Context: an optimization exercise on an open-source flow, tuned for small area. The choices shown serve that exercise and are no tape-out recipe.
Function was checked by simulation only, so behaviour that the tests miss may differ from the original.

// busDatapath
module busDatapath (
    input logic Clock,
    input logic rstN,
    input logic [busDatapathPkg::gprCount-1:0] gprIn,
    input logic [busDatapathPkg::gprCount-1:0] gprOut,
    input logic pcIn,
    input logic irIn,
    input logic marIn,
    input logic ryIn,
    input logic mdrIn,
    input logic hiIn,
    input logic loIn,
    input logic zIn,
    input logic pcOut,
    input logic mdrOut,
    input logic hiOut,
    input logic loOut,
    input logic zHighOut,
    input logic zLowOut,
    input logic read,
    input logic [busDatapathPkg::aluOpCount-1:0] aluOp,
    input logic [busDatapathPkg::wordWidth-1:0] mData,
    output logic [busDatapathPkg::wordWidth-1:0] bus,
    output logic [busDatapathPkg::wordWidth-1:0] marValue,
    output logic [busDatapathPkg::wordWidth-1:0] irValue,
    output logic [2*busDatapathPkg::wordWidth-1:0] zValue
);
    logic [busDatapathPkg::gprCount-1:0][busDatapathPkg::wordWidth-1:0] gprValues;
    logic [busDatapathPkg::wordWidth-1:0] pcValue;
    logic [busDatapathPkg::wordWidth-1:0] mdrValue;
    logic [busDatapathPkg::wordWidth-1:0] ryValue;
    logic [busDatapathPkg::wordWidth-1:0] hiValue;
    logic [busDatapathPkg::wordWidth-1:0] loValue;
    logic [2*busDatapathPkg::wordWidth-1:0] zNext;
    busSelect busSel (
        .gprOut(gprOut), .pcOut(pcOut), .mdrOut(mdrOut),
        .hiOut(hiOut), .loOut(loOut), .zHighOut(zHighOut), .zLowOut(zLowOut),
        .gprValues(gprValues), .pcValue(pcValue), .mdrValue(mdrValue),
        .hiValue(hiValue), .loValue(loValue), .zValue(zValue), .bus(bus)
    );
    registerFile gprs (
        .Clock(Clock), .rstN(rstN), .gprIn(gprIn), .bus(bus), .gprValues(gprValues)
    );
    specialRegisters specials (
        .Clock(Clock), .rstN(rstN), .bus(bus), .mData(mData), .read(read),
        .pcIn(pcIn), .irIn(irIn), .marIn(marIn), .ryIn(ryIn), .mdrIn(mdrIn),
        .pcValue(pcValue), .irValue(irValue), .marValue(marValue),
        .ryValue(ryValue), .mdrValue(mdrValue)
    );
    aluUnit alu (
        .aluOp(aluOp), .zIn(zIn), .ryValue(ryValue), .bus(bus), .zValue(zValue), .zNext(zNext)
    );
    resultStore results (
        .Clock(Clock), .rstN(rstN), .hiIn(hiIn), .loIn(loIn),
        .zNext(zNext), .bus(bus),
  ...
Settings: LEC_CHECK=0, CAP_MARGIN=20, CORE_MARGIN=2, CORE_UTILIZATION=40, SLEW_MARGIN=20, SYNTH_HIERARCHICAL=1; clock period 135.0 ns.
standard.sh (not shown) runs the stock make flow with config.mk's settings and CLKGATE_MAP_FILE= SYNTH_SCRIPT=/design/flow/synth_recipe.tcl, a recipe that flattens the netlist after the stock synthesis.
==> flow/flow/run.sh <==
#!/bin/bash
# Own layout flow: the standard ORFS flow (standard.sh) unchanged, with a few
# extra ORFS settings that only change which cells the layout uses:
#   - port buffers are sky130_fd_sc_hd__buf_1 instead of the tool's pick
#     (every input and output port is still buffered, as in the standard flow)
#   - clock tree from clkbuf_4/clkbuf_8 without dummy balancing loads
# make's full output goes to flow_make.log here; ORFS writes each step's log
# under orfs/logs/.
set -euo pipefail
cd "$(dirname "$0")/.."
bash standard.sh \
  "BUFFER_PORTS_ARGS=-buffer_cell sky130_fd_sc_hd__buf_1" \
  "CTS_ARGS=-sink_clustering_enable -repair_clock_nets -dont_use_dummy_load -buf_list {sky130_fd_sc_hd__clkbuf_4 sky130_fd_sc_hd__clkbuf_8}" \
  finish > flow_make.log 2>&1
The starting point passed the timing, DRC and antenna checks.
Next try:
==> flow/flow/run.sh (replaced) <==
#!/bin/bash
# Own layout flow: the standard ORFS flow (standard.sh) unchanged, with two
# extra ORFS settings that only change which cells the layout uses:
#   - port buffers are sky130_fd_sc_hd__buf_1 instead of the tool's pick
#     (every input and output port is still buffered, as in the standard flow)
#   - RECOVER_POWER=100: after global routing, downsize gates on paths with
#     positive slack
# make's full output goes to flow_make.log here; ORFS writes each step's log
# under orfs/logs/.
set -euo pipefail
cd "$(dirname "$0")/.."
bash standard.sh "BUFFER_PORTS_ARGS=-buffer_cell sky130_fd_sc_hd__buf_1" "RECOVER_POWER=100" finish \
  > flow_make.log 2>&1
Settings changed: CORE_UTILIZATION 40 to 45, CTS_BUF_LIST set to sky130_fd_sc_hd__clkbuf_8 sky130_fd_sc_hd__clkbuf_16, CTS_CLUSTER_SIZE set to 30.
With this change the flow produced a layout that fails on max-capacitance violations, max-slew violations.
Fmax goes down by 0.82%.


== job 101 ==
busDatapath, a different RTL version from the one above (not shown whole).
For scale: ~8500 cells after synthesis, ~260 I/O pins, about 77000 sq um of cells after synthesis.
Settings: LEC_CHECK=0, CAP_MARGIN=20, CORE_MARGIN=2, CORE_UTILIZATION=35, SLEW_MARGIN=20, SYNTH_HIERARCHICAL=1; clock period 135.0 ns.
==> flow/flow/run.sh <==
#!/bin/bash
# Own layout flow: the standard ORFS flow (standard.sh) unchanged, with a few
# extra ORFS settings that only change which cells the layout uses:
#   - port buffers are sky130_fd_sc_hd__buf_1 instead of the tool's pick
#     (every input and output port is still buffered, as in the standard flow)
#   - clock tree from clkbuf_4/clkbuf_8 without dummy balancing loads
# make's full output goes to flow_make.log here; ORFS writes each step's log
# under orfs/logs/.
set -euo pipefail
cd "$(dirname "$0")/.."
bash standard.sh \
  "BUFFER_PORTS_ARGS=-buffer_cell sky130_fd_sc_hd__buf_1" \
  "CTS_ARGS=-sink_clustering_enable -repair_clock_nets -dont_use_dummy_load -buf_list {sky130_fd_sc_hd__clkbuf_4 sky130_fd_sc_hd__clkbuf_8}" \
  finish > flow_make.log 2>&1
Input-level comparison between job 102 and job 101:
Settings: CTS_BUF_LIST now sky130_fd_sc_hd__clkbuf_4 sky130_fd_sc_hd__clkbuf_8, previously not set; CORE_UTILIZATION now 50, was 35.
==> flow/run.sh (new file) <==
#!/bin/bash
# synth_recipe.tcl (not shown) runs the flow's synth.tcl, then flattens the netlist and writes it again
# the make line also repeats each setting of config.mk as NAME=value (left out here)
make -C /OpenROAD-flow-scripts/flow DESIGN_CONFIG=/design/flow/config.mk WORK_HOME=/design/flow/orfs CLKGATE_MAP_FILE= SYNTH_SCRIPT=/design/flow/synth_recipe.tcl finish
removed: flow/flow/run.sh
removed: flow/standard.sh
Findings:
From job 101 to job 102 the numbers moved as follows: area added between synthesis and finish increased by 2.7 points relative to the old numbers. Route | job 102 vs job 101 | wire shorter in job 102. On area share of buffers outside the clock network: job 102 sits above job 101. Comparing job 101 against job 102, there is no change at all in synthesized area. The lower core area came out of job 102.

[what the ideal ports hide]
The results above use ideal ports. As a check the final layouts listed here were re-extracted and re-timed, cells and wires unchanged.
Step 1 assumes that a clkbuf_16 drives the clock port and a buf_2 every other input.
Step 2, shift: input delay + t, output delay - t, t = (earliest + latest rising clock arrival at the registers) / 2. This alone moves slack from input paths to output paths.
Three values: no drivers, after step 1, after step 2; two values: the first two.
run | shift t [ns] | setup WS [ns] | latest minus earliest clock arrival (ns) | worst register clock-pin slew, ns | cell pins on the clock port's net
the first run of note 1 | 0.830 | 10.022 / 10.058 / 9.228 | 0.133 / 0.134 | 0.09 / 0.09 | 1
the second run of note 1 | 0.728 | 8.990 / 9.027 / 8.298 | 0.031 / 0.031 | 0.08 / 0.08 | 1
job 101 | 0.835 | 8.621 / 8.666 / 7.831 | 0.155 / 0.155 | 0.09 / 0.09 | 1
job 102 | 0.891 | 8.216 / 8.258 / 7.367 | 0.108 / 0.108 | 0.07 / 0.07 | 1
For job 102, which loses most, drivers alone change the setup slack by +0.042 ns; drivers and shift together by -0.849 ns.
